What follows belongs to an exercise in optimizing a design on an open flow for small area, a short achievable clock period and few clock cycles per item; a production flow would make more cautious choices.
The RTL was checked by simulation tests, not by an equivalence proof against the original design.
The clock port is modelled as an ideal driver; clocking choices that lean on that would not hold on a real chip.
Power figures rest on the tool's default switching activity, not on a simulated workload.

==> run H: inputs <==
## sp_top
module sp_top (
	input  wire logic       clk,
	input  wire logic       rst_n,
	input  wire logic       in_valid,
	input  wire logic [8:0] in_data,
	input  wire logic [1:0] in_mode,
	output logic            out_valid,
	output logic [8:0]      out_data
);
	logic [2:0] cnt;
	logic       inv_en;
	logic       sort_en;
	always_ff @(posedge clk or negedge rst_n) begin
		if (!rst_n) begin
			cnt <= 3'd0;
		end else if (in_valid) begin
			cnt <= (cnt == 3'd5) ? 3'd0 : cnt + 3'd1;
		end
	end
	always_ff @(posedge clk) begin
		if (in_valid && cnt == 3'd0) begin
			inv_en  <= in_mode[0];
			sort_en <= in_mode[1];
		end
	end
	logic       va;
	logic [2:0] idx_a;
	logic       fold_a;
	logic [7:0] t_a;
	logic [6:0] in_inc;
	assign in_inc = in_data[7:1] + 7'd1;
	always_ff @(posedge clk or negedge rst_n) begin
		if (!rst_n) begin
			va <= 1'b0;
		end else begin
			va <= in_valid;
		end
	end
	always_ff @(posedge clk) begin
		idx_a  <= cnt;
		fold_a <= in_data[8];
  ...
==> module sp_top, before the edit <==
module sp_top (
	input  wire logic       clk,
	input  wire logic       rst_n,
	input  wire logic       in_valid,
	input  wire logic [8:0] in_data,
	input  wire logic [1:0] in_mode,
	output logic            out_valid,
	output logic [8:0]      out_data
);
	logic [2:0] cnt;
	logic       inv_en;
	logic       sort_en;
	always_ff @(posedge clk or negedge rst_n) begin
		if (!rst_n) begin
			cnt <= 3'd0;
		end else if (in_valid) begin
			cnt <= (cnt == 3'd5) ? 3'd0 : cnt + 3'd1;
		end
	end
	always_ff @(posedge clk) begin
		if (in_valid && cnt == 3'd0) begin
			inv_en  <= in_mode[0];
			sort_en <= in_mode[1];
		end
	end
	logic       va;
	logic [2:0] idx_a;
	logic       fold_a;
	logic [7:0] t_a;
	logic [6:0] in_inc;
	assign in_inc = in_data[7:1] + 7'd1;
	always_ff @(posedge clk or negedge rst_n) begin
		if (!rst_n) begin
			va <= 1'b0;
		end else begin
			va <= in_valid;
		end
	end
	always_ff @(posedge clk) begin
		idx_a  <= cnt;
		fold_a <= in_data[8];
		t_a    <= in_data[8] ? {in_inc, in_data[0]} : ~in_data[7:0];
	end
	logic [8:0] a_b;
	logic [6:0] t_dec;
	logic [8:0] h;
	logic [7:0] h_inc;
	logic [8:0] inv_x;
	logic       vb;
	logic [2:0] idx_b;
	logic [8:0] ab;
	logic [8:0] bb;
	assign t_dec = t_a[7:1] - 7'd1;
	assign a_b   = fold_a ? {1'b1, t_dec, t_a[0]} : {1'b0, ~t_a};
	inv_rom u_rom (
		.t (t_a),
		.y (h)
	);
	assign h_inc = h[8:1] + 8'd1;
	assign inv_x = fold_a ? ~{h_inc, h[0]} : h;
	always_ff @(posedge clk or negedge rst_n) begin
		if (!rst_n) begin
			vb <= 1'b0;
		end else begin
			vb <= va;
		end
	end
	always_ff @(posedge clk) begin
		idx_b <= idx_a;
		ab    <= a_b;
		bb    <= inv_en ? inv_x : a_b;
	end
	logic [5:0][8:0] list;
	logic [5:0][8:0] s_sr;
	logic [5:0]      moves;
	logic            out_active;
	logic [2:0]      ocnt;
	logic [8:0]      s_new;
	function automatic logic le9(input logic [8:0] x, input logic [8:0] y);
		logic r;
		r = 1'b1;
		for (int i = 0; i < 9; i++) begin
			r = (~x[i] & y[i]) | (~(x[i] & ~y[i]) & r);
		end
		le9 = r;
	endfunction
	function automatic logic [8:0] add509(input logic [8:0] x, input logic [8:0] y);
		logic [9:0] sum;
		logic [9:0] sum3;
		sum    = {1'b0, x} + {1'b0, y};
		sum3   = {1'b0, x} + {1'b0, y} + 10'd3;
		add509 = sum3[9] ? sum3[8:0] : sum[8:0];
	endfunction
	always_comb begin
		moves[0] = 1'b1;
		for (int p = 1; p < 6; p++) begin
			moves[p] = out_active || !sort_en || (32'(idx_b) <= 5 - p) || le9(list[p], bb);
		end
	end
	always_ff @(posedge clk) begin
		for (int p = 0; p < 6; p++) begin
			if (out_active || (vb && moves[p])) begin
				if (p < 5) begin
					list[p] <= moves[p+1] ? list[p+1] : bb;
				end else begin
					list[p] <= bb;
				end
			end
		end
	end
	logic [10:0] s_t0;
	logic [11:0] s_t1;
	logic [11:0] s_t2;
	assign s_t0  = {2'b00, ab} + {1'b0, bb, 1'b0};
	assign s_t1  = {3'b000, ab} + {2'b00, bb, 1'b0} - 12'd509;
	assign s_t2  = {3'b000, ab} + {2'b00, bb, 1'b0} - 12'd1018;
	assign s_new = !s_t2[11] ? s_t2[8:0] : (!s_t1[11] ? s_t1[8:0] : s_t0[8:0]);
	always_ff @(posedge clk) begin
		if (vb || out_active) begin
			s_sr <= {s_new, s_sr[5:1]};
		end
	end
	logic       last_ins;
	logic [8:0] e_list;
	logic [8:0] e_new;
	assign last_ins = vb && (idx_b == 3'd5);
	assign e_list   = add509(s_sr[1], list[1]);
	assign e_new    = add509(s_sr[1], bb);
	always_ff @(posedge clk or negedge rst_n) begin
		if (!rst_n) begin
			out_active <= 1'b0;
			ocnt       <= 3'd0;
			out_valid  <= 1'b0;
			out_data   <= 9'd0;
		end else begin
			if (last_ins) begin
				out_active <= 1'b1;
				ocnt       <= 3'd0;
			end else if (out_active) begin
				if (ocnt == 3'd4) begin
					out_active <= 1'b0;
				end
				ocnt <= ocnt + 3'd1;
			end
			out_valid <= last_ins || out_active;
			if (last_ins) begin
				out_data <= moves[1] ? e_list : e_new;
			end else if (out_active) begin
				out_data <= e_list;
			end else begin
				out_data <= 9'd0;
			end
		end
	end
endmodule
export LEC_CHECK = 0
export CAP_MARGIN = 20
export CORE_MARGIN = 2
export CORE_UTILIZATION = 55
export PLACE_DENSITY = 0.75
export SLEW_MARGIN = 20
create_clock -name core_clock -period 10.0 [get_ports {clk}]
standard.sh (not shown) runs the stock make flow with config.mk's settings and CLKGATE_MAP_FILE= SYNTH_SCRIPT=/design/flow/synth_recipe.tcl, a recipe that flattens the netlist after the stock synthesis.
==> flow/flow/run.sh <==
#!/bin/bash
# Layout flow: the standard synthesis, its combinational logic re-mapped by ABC
# (registers untouched), then the standard flow from floorplan to finish.
set -euo pipefail
WORK=$(pwd)
R=$WORK/orfs/results/$FLOW_PLATFORM/sp_top/base
ABC_SCRIPT=${ABC_SCRIPT:-delay.abc}
ABC_D=${ABC_D:-2500}
MARGIN=${MARGIN:-7}
bash standard.sh $R/1_2_yosys.v > $WORK/log_synth.txt 2>&1
cp $R/1_2_yosys.v $WORK/std_netlist.v
LIB=$FLOW_HOME/platforms/$FLOW_PLATFORM/lib/sky130_fd_sc_hd__tt_025C_1v80.lib \
  IN_V=$WORK/std_netlist.v OUT_V=$WORK/resyn_netlist.v ABC_SCRIPT=$WORK/flow/$ABC_SCRIPT ABC_D=$ABC_D \
  yosys -c $WORK/flow/resyn.tcl > $WORK/log_resyn.txt 2>&1
cp $WORK/resyn_netlist.v $R/1_2_yosys.v
touch $R/1_2_yosys.v
CTS="-sink_clustering_enable -repair_clock_nets -dont_use_dummy_load -buf_list sky130_fd_sc_hd__clkbuf_8"
bash standard.sh SETUP_SLACK_MARGIN=$MARGIN "CTS_ARGS=$CTS" finish > $WORK/log_finish.txt 2>&1
==> flow/flow/delay.abc <==
strash
dch -f
map -D 1400
buffer -p
upsize -D 1400
dnsize -D 1400
topo
stime -p
==> flow/flow/resyn.tcl <==
# Re-maps the combinational logic of the standard synthesis netlist with ABC.
# Registers stay the instances the standard synthesis made (same names and cells).
# env: IN_V, OUT_V, LIB, ABC_SCRIPT, ABC_D
yosys -import
set lib $::env(LIB)
read_liberty -ignore_miss_func $lib
read_verilog -defer $::env(IN_V)
hierarchy -top $::env(FLOW_TOP)
setattr -mod -set keep_hierarchy 1 sky130_fd_sc_hd__df* sky130_fd_sc_hd__edf* sky130_fd_sc_hd__dl* sky130_fd_sc_hd__sdf*
flatten
opt_clean -purge
tee -o $::env(OUT_V).pre.stat stat
set cf [open $::env(OUT_V).constr w]
puts $cf "set_driving_cell sky130_fd_sc_hd__buf_1"
puts $cf "set_load 5"
close $cf
abc -constr $::env(OUT_V).constr -liberty $lib -dont_use sky130_fd_sc_hd__probe_p_8 -dont_use sky130_fd_sc_hd__probec_p_8 -dont_use sky130_fd_sc_hd__lpflow_* -script $::env(ABC_SCRIPT) -D $::env(ABC_D)
opt_clean -purge
setundef -zero
splitnets
opt_clean -purge
hilomap -singleton -hicell sky130_fd_sc_hd__conb_1 HI -locell sky130_fd_sc_hd__conb_1 LO
insbuf -buf sky130_fd_sc_hd__buf_4 A X
tee -o $::env(OUT_V).stat stat -liberty $lib
select $::env(FLOW_TOP)
write_verilog -noattr -nohex -nodec -selected $::env(OUT_V)
==> run Z (differences from run H) <==
--- a/flow/design.v
+++ b/flow/design.v
@@ -75,5 +75,4 @@
 	end
 	logic       va;
-	logic [2:0] idx_a;
 	logic       fold_a;
 	logic [7:0] t_a;
@@ -88,5 +87,4 @@
 	end
 	always_ff @(posedge clk) begin
-		idx_a  <= cnt;
 		fold_a <= in_data[8];
 		t_a    <= in_data[8] ? {in_inc, in_data[0]} : ~in_data[7:0];
@@ -98,5 +96,4 @@
 	logic [8:0] inv_x;
 	logic       vb;
-	logic [2:0] idx_b;
 	logic [8:0] ab;
 	logic [8:0] bb;
@@ -117,5 +114,4 @@
 	end
 	always_ff @(posedge clk) begin
-		idx_b <= idx_a;
 		ab    <= a_b;
 		bb    <= inv_en ? inv_x : a_b;
@@ -125,5 +121,5 @@
 	logic [5:0]      moves;
 	logic            out_active;
-	logic [2:0]      ocnt;
+	logic [2:0]      phase;
 	logic [8:0]      s_new;
 	function automatic logic le9(input logic [8:0] x, input logic [8:0] y);
@@ -145,5 +141,5 @@
 		moves[0] = 1'b1;
 		for (int p = 1; p < 6; p++) begin
-			moves[p] = out_active || !sort_en || (32'(idx_b) <= 5 - p) || le9(list[p], bb);
+			moves[p] = out_active || !sort_en || (32'(phase) <= 5 - p) || le9(list[p], bb);
 		end
 	end
@@ -174,5 +170,5 @@
 	logic [8:0] e_list;
 	logic [8:0] e_new;
-	assign last_ins = vb && (idx_b == 3'd5);
+	assign last_ins = vb && (phase == 3'd5);
 	assign e_list   = add509(s_sr[1], list[1]);
 	assign e_new    = add509(s_sr[1], bb);
@@ -180,16 +176,22 @@
 		if (!rst_n) begin
 			out_active <= 1'b0;
-			ocnt       <= 3'd0;
+			phase      <= 3'd0;
 			out_valid  <= 1'b0;
 			out_data   <= 9'd0;
 		end else begin
-			if (last_ins) begin
-				out_active <= 1'b1;
-				ocnt       <= 3'd0;
+			if (vb) begin
+				if (phase == 3'd5) begin
+					out_active <= 1'b1;
+					phase      <= 3'd0;
+				end else begin
+					phase <= phase + 3'd1;
+				end
 			end else if (out_active) begin
-				if (ocnt == 3'd4) begin
+				if (phase == 3'd4) begin
 					out_active <= 1'b0;
+					phase      <= 3'd0;
+				end else begin
+					phase <= phase + 3'd1;
 				end
-				ocnt <= ocnt + 3'd1;
 			end
 			out_valid <= last_ins || out_active;
--- a/flow/flow/run.sh
+++ b/flow/flow/run.sh
@@ -16,3 +16,3 @@
 touch $R/1_2_yosys.v
 CTS="-sink_clustering_enable -repair_clock_nets -dont_use_dummy_load -buf_list sky130_fd_sc_hd__clkbuf_8"
-bash standard.sh SETUP_SLACK_MARGIN=$MARGIN "CTS_ARGS=$CTS" finish > $WORK/log_finish.txt 2>&1
+bash standard.sh SETUP_SLACK_MARGIN=$MARGIN "CTS_ARGS=$CTS" "BUFFER_PORTS_ARGS=-buffer_cell sky130_fd_sc_hd__buf_2" finish > $WORK/log_finish.txt 2>&1
--- a/flow/config.mk
+++ b/flow/config.mk
@@ -8,5 +8,4 @@
 export CAP_MARGIN = 20
 export CORE_MARGIN = 2
-export CORE_UTILIZATION = 55
-export PLACE_DENSITY = 0.75
+export CORE_UTILIZATION = 40
 export SLEW_MARGIN = 20
==> run B (differences from run H) <==
==> flow/flow/delay.abc (replaced) <==
strash
&get -n
&deepsyn -T 60
&put
dch -f
map -D 1400
buffer -p
upsize -D 1400
dnsize -D 1400
topo
stime -p
--- a/flow/config.mk
+++ b/flow/config.mk
@@ -8,5 +8,4 @@
 export CAP_MARGIN = 20
 export CORE_MARGIN = 2
-export CORE_UTILIZATION = 55
-export PLACE_DENSITY = 0.75
+export CORE_UTILIZATION = 40
 export SLEW_MARGIN = 20
==> summary of the runs <==
Synthesized cell count: run Z is smaller than run H (about 0.3%).
Total power, lowest first: run Z, run B, run H.
In run B the flip-flop and latch count is higher than in run Z, by 6.
The highest first-iteration DRC count belongs to run H, the lowest to run Z.
The lowest non-clock buffer count belongs to run Z, the highest to run B.
Global-route usage: run H > run Z > run B.
Cell area, highest first: run B, run H, run Z.
Clock skew: run Z > run B > run H.
Worst setup slack, highest first: run Z, run H, run B.
Clock power is about the same in run H and run Z.
==> figures <==
Run status: run Z timing/DRC/antenna clean; run H timing/DRC/antenna clean; run B timing/DRC/antenna clean
Hold WS: run Z 0.368 ns; run H 0.312 ns; run B 0.318 ns
Highest signal layer in the routed design: run Z met4; run H met4; run B met5
Via-per-instance ratio: run Z 6.37; run H 7.19; run B 6.16
Row cnt: run Z 57; run H 50; run B 57
Num Clock Sinks: run Z 138; run H 144; run B 144
Worst slack at placement: run Z 6.58 ns; run H 6.08 ns; run B 6.19 ns
Post-cts gate resize count: run Z 41; run H 83; run B 117
Leak Pwr: run Z 4.69 nW; run H 5.00 nW; run B 5.00 nW
Hold Path Sink: run Z vb$_DFF_PN0_; run H idx_b[0]$_DFF_P_; run B idx_b[1]$_DFF_P_
Core footprint: run Z 0.0245 sq mm; run H 0.0185 sq mm; run B 0.0242 sq mm
Clock buf/inv share: run Z 0.0211; run H 0.0202; run B 0.0197
Clock power share: run Z 0.108; run H 0.099; run B 0.101
Slack of the worst reg-to-reg path: run Z 6.97 ns; run H 6.91 ns; run B 6.90 ns
Largest net degree at the start of global routing: run Z 49; run H 51; run B 46
Die span in x: run Z 162 um; run H 141 um; run B 161 um
Total length of routed met2 wires: run Z 18800 um; run H 18000 um; run B 16700 um
First DRT Iteration DRCs: run Z 1463; run H 2279; run B 1671
Area of the multi-input gates: run Z 0.00569 sq mm; run H 0.00589 sq mm; run B 0.00562 sq mm
Met1 Wirelength: run Z 16800 um; run H 16000 um; run B 17600 um
Non-clk buf share: run Z 0.0392; run H 0.0512; run B 0.0877
Testbench counts of run H, summed over its fixed seeds: cycles 2,504, jobs 192.
Testbench counts of run Z, summed over its fixed seeds: cycles 2,504, jobs 192.
Testbench counts of run B, summed over its fixed seeds: cycles 2,504, jobs 192.


==> v18 <==
sp_top again, from the RTL that the note above started with.
==> flow/config.mk <==
export PLATFORM = sky130hd
export DESIGN_NAME = sp_top
export DESIGN_NICKNAME = sp_top
export VERILOG_FILES = /design/flow/design.v
export SDC_FILE = /design/flow/constraint.sdc
export NUM_CORES = 4
export LEC_CHECK = 0
export CAP_MARGIN = 20
export CORE_MARGIN = 2
export CORE_UTILIZATION = 40
export SLEW_MARGIN = 20
==> flow/constraint.sdc <==
create_clock -name core_clock -period 10.0 [get_ports {clk}]
set_input_delay 2.0000 -clock core_clock [delete_from_list [all_inputs] [get_ports {clk}]]
set_output_delay 2.0000 -clock core_clock [all_outputs]
set_load 0.01 [all_outputs]
==> flow/flow/run.sh <==
#!/bin/bash
# Layout flow: the standard synthesis, its combinational logic re-mapped by ABC
# (registers untouched), then the standard flow from floorplan to finish.
set -euo pipefail
WORK=$(pwd)
R=$WORK/orfs/results/$FLOW_PLATFORM/sp_top/base
ABC_SCRIPT=${ABC_SCRIPT:-delay.abc}
ABC_D=${ABC_D:-2500}
MARGIN=${MARGIN:-7}
bash standard.sh $R/1_2_yosys.v > $WORK/log_synth.txt 2>&1
cp $R/1_2_yosys.v $WORK/std_netlist.v
LIB=$FLOW_HOME/platforms/$FLOW_PLATFORM/lib/sky130_fd_sc_hd__tt_025C_1v80.lib \
  IN_V=$WORK/std_netlist.v OUT_V=$WORK/resyn_netlist.v ABC_SCRIPT=$WORK/flow/$ABC_SCRIPT ABC_D=$ABC_D \
  yosys -c $WORK/flow/resyn.tcl > $WORK/log_resyn.txt 2>&1
cp $WORK/resyn_netlist.v $R/1_2_yosys.v
touch $R/1_2_yosys.v
CTS="-sink_clustering_enable -repair_clock_nets -dont_use_dummy_load -buf_list sky130_fd_sc_hd__clkbuf_8"
bash standard.sh SETUP_SLACK_MARGIN=$MARGIN "CTS_ARGS=$CTS" finish > $WORK/log_finish.txt 2>&1
==> flow/flow/delay.abc <==
strash
dch -f
map {D}
buffer -p
upsize {D}
dnsize {D}
topo
stime -p
==> flow/flow/resyn.tcl <==
# Re-maps the combinational logic of the standard synthesis netlist with ABC.
# Registers stay the instances the standard synthesis made (same names and cells).
# env: IN_V, OUT_V, LIB, ABC_SCRIPT, ABC_D
yosys -import
set lib $::env(LIB)
read_liberty -ignore_miss_func $lib
read_verilog -defer $::env(IN_V)
hierarchy -top $::env(FLOW_TOP)
setattr -mod -set keep_hierarchy 1 sky130_fd_sc_hd__df* sky130_fd_sc_hd__edf* sky130_fd_sc_hd__dl* sky130_fd_sc_hd__sdf*
flatten
opt_clean -purge
tee -o $::env(OUT_V).pre.stat stat
abc -liberty $lib -dont_use sky130_fd_sc_hd__probe_p_8 -dont_use sky130_fd_sc_hd__probec_p_8 -dont_use sky130_fd_sc_hd__lpflow_* -script $::env(ABC_SCRIPT) -D $::env(ABC_D)
opt_clean -purge
setundef -zero
splitnets
opt_clean -purge
hilomap -singleton -hicell sky130_fd_sc_hd__conb_1 HI -locell sky130_fd_sc_hd__conb_1 LO
insbuf -buf sky130_fd_sc_hd__buf_4 A X
tee -o $::env(OUT_V).stat stat -liberty $lib
select $::env(FLOW_TOP)
write_verilog -noattr -nohex -nodec -selected $::env(OUT_V)
==> inputs of v5, as changes to v18 <==
--- a/flow/design.v
+++ b/flow/design.v
@@ -74,7 +74,6 @@
 		end
 	end
 	logic       va;
-	logic [2:0] idx_a;
 	logic       fold_a;
 	logic [7:0] t_a;
 	logic [6:0] in_inc;
@@ -87,7 +86,6 @@
 		end
 	end
 	always_ff @(posedge clk) begin
-		idx_a  <= cnt;
 		fold_a <= in_data[8];
 		t_a    <= in_data[8] ? {in_inc, in_data[0]} : ~in_data[7:0];
 	end
@@ -97,7 +95,6 @@
 	logic [7:0] h_inc;
 	logic [8:0] inv_x;
 	logic       vb;
-	logic [2:0] idx_b;
 	logic [8:0] ab;
 	logic [8:0] bb;
 	assign t_dec = t_a[7:1] - 7'd1;
@@ -116,7 +113,6 @@
 		end
 	end
 	always_ff @(posedge clk) begin
-		idx_b <= idx_a;
 		ab    <= a_b;
 		bb    <= inv_en ? inv_x : a_b;
 	end
@@ -124,7 +120,7 @@
 	logic [5:0][8:0] s_sr;
 	logic [5:0]      moves;
 	logic            out_active;
-	logic [2:0]      ocnt;
+	logic [2:0]      phase;
 	logic [8:0]      s_new;
 	function automatic logic le9(input logic [8:0] x, input logic [8:0] y);
 		logic r;
@@ -144,7 +140,7 @@
 	always_comb begin
 		moves[0] = 1'b1;
 		for (int p = 1; p < 6; p++) begin
-			moves[p] = out_active || !sort_en || (32'(idx_b) <= 5 - p) || le9(list[p], bb);
+			moves[p] = out_active || !sort_en || (32'(phase) <= 5 - p) || le9(list[p], bb);
 		end
 	end
 	always_ff @(posedge clk) begin
@@ -173,24 +169,30 @@
 	logic       last_ins;
 	logic [8:0] e_list;
 	logic [8:0] e_new;
-	assign last_ins = vb && (idx_b == 3'd5);
+	assign last_ins = vb && (phase == 3'd5);
 	assign e_list   = add509(s_sr[1], list[1]);
 	assign e_new    = add509(s_sr[1], bb);
 	always_ff @(posedge clk or negedge rst_n) begin
 		if (!rst_n) begin
 			out_active <= 1'b0;
-			ocnt       <= 3'd0;
+			phase      <= 3'd0;
 			out_valid  <= 1'b0;
 			out_data   <= 9'd0;
 		end else begin
-			if (last_ins) begin
-				out_active <= 1'b1;
-				ocnt       <= 3'd0;
+			if (vb) begin
+				if (phase == 3'd5) begin
+					out_active <= 1'b1;
+					phase      <= 3'd0;
+				end else begin
+					phase <= phase + 3'd1;
+				end
 			end else if (out_active) begin
-				if (ocnt == 3'd4) begin
+				if (phase == 3'd4) begin
 					out_active <= 1'b0;
+					phase      <= 3'd0;
+				end else begin
+					phase <= phase + 3'd1;
 				end
-				ocnt <= ocnt + 3'd1;
 			end
 			out_valid <= last_ins || out_active;
 			if (last_ins) begin
--- a/flow/flow/run.sh
+++ b/flow/flow/run.sh
@@ -6,7 +6,7 @@
 R=$WORK/orfs/results/$FLOW_PLATFORM/sp_top/base
 ABC_SCRIPT=${ABC_SCRIPT:-delay.abc}
 ABC_D=${ABC_D:-2500}
-MARGIN=${MARGIN:-7}
+MARGIN=${MARGIN:-7.1}
 bash standard.sh $R/1_2_yosys.v > $WORK/log_synth.txt 2>&1
 cp $R/1_2_yosys.v $WORK/std_netlist.v
 LIB=$FLOW_HOME/platforms/$FLOW_PLATFORM/lib/sky130_fd_sc_hd__tt_025C_1v80.lib \
@@ -15,4 +15,4 @@
 cp $WORK/resyn_netlist.v $R/1_2_yosys.v
 touch $R/1_2_yosys.v
 CTS="-sink_clustering_enable -repair_clock_nets -dont_use_dummy_load -buf_list sky130_fd_sc_hd__clkbuf_8"
-bash standard.sh SETUP_SLACK_MARGIN=$MARGIN "CTS_ARGS=$CTS" finish > $WORK/log_finish.txt 2>&1
+bash standard.sh SETUP_SLACK_MARGIN=$MARGIN "CTS_ARGS=$CTS" "BUFFER_PORTS_ARGS=-buffer_cell sky130_fd_sc_hd__buf_2" POST_CTS_TCL=$WORK/flow/skew.tcl finish > $WORK/log_finish.txt 2>&1
==> flow/flow/delay.abc (replaced) <==
strash
dch -f
map -D 1400
buffer -p
upsize -D 1400
dnsize -D 1400
topo
stime -p
--- a/flow/flow/resyn.tcl
+++ b/flow/flow/resyn.tcl
@@ -10,7 +10,11 @@
 flatten
 opt_clean -purge
 tee -o $::env(OUT_V).pre.stat stat
-abc -liberty $lib -dont_use sky130_fd_sc_hd__probe_p_8 -dont_use sky130_fd_sc_hd__probec_p_8 -dont_use sky130_fd_sc_hd__lpflow_* -script $::env(ABC_SCRIPT) -D $::env(ABC_D)
+set cf [open $::env(OUT_V).constr w]
+puts $cf "set_driving_cell sky130_fd_sc_hd__buf_1"
+puts $cf "set_load 5"
+close $cf
+abc -constr $::env(OUT_V).constr -liberty $lib -dont_use sky130_fd_sc_hd__probe_p_8 -dont_use sky130_fd_sc_hd__probec_p_8 -dont_use sky130_fd_sc_hd__lpflow_* -script $::env(ABC_SCRIPT) -D $::env(ABC_D)
 opt_clean -purge
 setundef -zero
 splitnets
==> flow/flow/skew.tcl (new file) <==
# Sourced at the end of CTS (POST_CTS_TCL). Delays the clock of the bb
# registers, which take the inverse table's result, by one small clock buffer
# per leaf clock net, placed at the centre of its registers: the table path into bb is the longest between
# registers, and the paths out of bb have time to spare. No register on an
# input or output path is touched.
set block [ord::get_db_block]
set master [[ord::get_db] findMaster sky130_fd_sc_hd__clkbuf_4]
array set groups {}
foreach inst [$block getInsts] {
  if {[regexp {^bb\\?\[} [$inst getName]]} {
    set net [[$inst findITerm CLK] getNet]
    lappend groups([$net getName]) $inst
  }
}
set k 0
foreach netname [lsort [array names groups]] {
  set net [$block findNet $netname]
  set buf [odb::dbInst_create $block $master "skew_bb_buf_$k"]
  set newnet [odb::dbNet_create $block "skew_bb_clk_$k"]
  $newnet setSigType CLOCK
  [$buf findITerm A] connect $net
  [$buf findITerm X] connect $newnet
  # at the centre of its registers
  set sx 0
  set sy 0
  foreach f $groups($netname) {
    set loc [$f getLocation]
    set sx [expr {$sx + [lindex $loc 0]}]
    set sy [expr {$sy + [lindex $loc 1]}]
  }
  set nf [llength $groups($netname)]
  $buf setLocation [expr {$sx / $nf}] [expr {$sy / $nf}]
  $buf setPlacementStatus PLACED
  foreach f $groups($netname) {
    set it [$f findITerm CLK]
    $it disconnect
    $it connect $newnet
  }
  puts "skew: clkbuf_4 on $netname for [llength $groups($netname)] bb registers"
  incr k
}
global_connect
detailed_placement
check_placement -verbose
estimate_parasitics -placement
report_checks -path_delay max -group_path_count 5 -format end
==> inputs of v19, as changes to v18 <==
==> flow/flow/delay.abc (replaced) <==
strash
dch -f
map -D 2000
buffer -p
upsize -D 2000
dnsize -D 2000
topo
stime -p
--- a/flow/flow/resyn.tcl
+++ b/flow/flow/resyn.tcl
@@ -10,7 +10,11 @@
 flatten
 opt_clean -purge
 tee -o $::env(OUT_V).pre.stat stat
-abc -liberty $lib -dont_use sky130_fd_sc_hd__probe_p_8 -dont_use sky130_fd_sc_hd__probec_p_8 -dont_use sky130_fd_sc_hd__lpflow_* -script $::env(ABC_SCRIPT) -D $::env(ABC_D)
+set cf [open $::env(OUT_V).constr w]
+puts $cf "set_driving_cell sky130_fd_sc_hd__buf_1"
+puts $cf "set_load 5"
+close $cf
+abc -constr $::env(OUT_V).constr -liberty $lib -dont_use sky130_fd_sc_hd__probe_p_8 -dont_use sky130_fd_sc_hd__probec_p_8 -dont_use sky130_fd_sc_hd__lpflow_* -script $::env(ABC_SCRIPT) -D $::env(ABC_D)
 opt_clean -purge
 setundef -zero
 splitnets
==> summary.txt <==
The flow ran to the end and the layout has no timing, DRC or antenna violations. 0 antenna diodes ended up in the layout. The capturing element type of the critical path was a primary output. The highest attainable clock frequency came out at 341 MHz.

The share of post-route cells with drive strength above 1 works out to 0.131. Starting DRC count in detailed routing: 1335. Power attributed to combinational cells is 1.75 mW.

The floorplan has 57 rows. The run gives 10328 as the number of global-route vias before repair. The worst register-to-register path begins at t_a[7]. The finished cells cover 0.0112 mm². The tools report the total core area as 0.0245 mm². The vertical die dimension works out to 162 µm.
# the run above: v5

==> summary.txt <==
The run finished with no timing, DRC or antenna violations. The total area inside the core boundary comes to 0.0241 mm². Leaving out fill and tap cells, the most frequent cell in the layout is nand2_1. Power spread over the standard cell area amounts to 301 mW/mm². For this design the top-level I/O count stands at 24. In this run the critical register-to-register path is launched from t_a[1].

Fraction of power spent switching nets: 0.469. In this run, the number of DRC markers left after iteration 0 of detailed routing was 1613. The share of post-route cells with drive strength above 1 came out at 0.258.

The tools report the capturing element type of the critical path as a register. The initialized floorplan defines 57 standard-cell rows. 0 antenna diodes ended up in the layout. The vertical die dimension came out at 160 µm. Once layout is done, the placed cells without fillers occupy 0.0125 mm². In this run, power in combinational logic comes to 2.21 mW. The number of cells produced by synthesis is 1317, and the highest attainable clock frequency is 318 MHz.
# the run above: v19

==> summary.txt <==
Entering global routing, the biggest net connects 46 pins. The tools report the number of inserted diodes as 2. The tools report the number of global-route vias before repair as 11666. The largest registers in the layout are list: 45 flops, s_sr: 45 flops. Per report_power, the Combinational row totals 2.16 mW. The run finished with no timing, DRC or antenna violations. The vertical die dimension was 171 µm; the starting DRC count in detailed routing was 1717.

The share of post-route cells with drive strength above 1 is 0.124. The worst register-to-register path begins at t_a[5]. For the number of cells produced by synthesis, the log shows 1501.

The total area inside the core boundary comes to 0.0271 mm². The floorplan has 60 rows. The run gives 0.0123 mm² as the post-route cell area.
# the run above: v18

Testbench counts of v18, summed over its fixed seeds: cycles 2,504, jobs 192.
Testbench counts of v5, summed over its fixed seeds: cycles 2,504, jobs 192.
Testbench counts of v19, summed over its fixed seeds: cycles 2,504, jobs 192.

==> what the ideal ports hide <==
No port has a modelled driver above. Below, the same layouts with a new extraction and two added sets of constraints.
Step 1 (the two cells are an assumption about what drives the block):
set clk [get_ports {clk}]
set_driving_cell -lib_cell sky130_fd_sc_hd__clkbuf_16 $clk
set_driving_cell -lib_cell sky130_fd_sc_hd__buf_2 [delete_from_list [all_inputs] $clk]
Step 2 moves the port delays by t, midway between the first and last clock arrival at a register: inputs arrive t later, outputs are due t later. That takes back most of the time a late clock gives input paths.
a / b / c = ideal / step 1 / step 2; a / b = the first two.
run	t (ns)	slack for setup (ns)	worst slew at a driven data input, ns
run H	0.486	6.914 / 6.914 / 6.610	0.04
run Z	0.480	6.974 / 6.974 / 6.927	0.04
run B	0.473	6.896 / 6.896 / 6.669	0.04
v18	0.487	6.996 / 6.978 / 6.607	0.04
v5	0.545	7.067 / 7.021 / 6.864	0.03
v19	0.488	6.851 / 6.851 / 6.616	0.04
After both steps every run listed still meets setup and hold. For v18, which loses most, drivers alone change the setup slack by -0.018 ns; drivers and shift together by -0.389 ns.
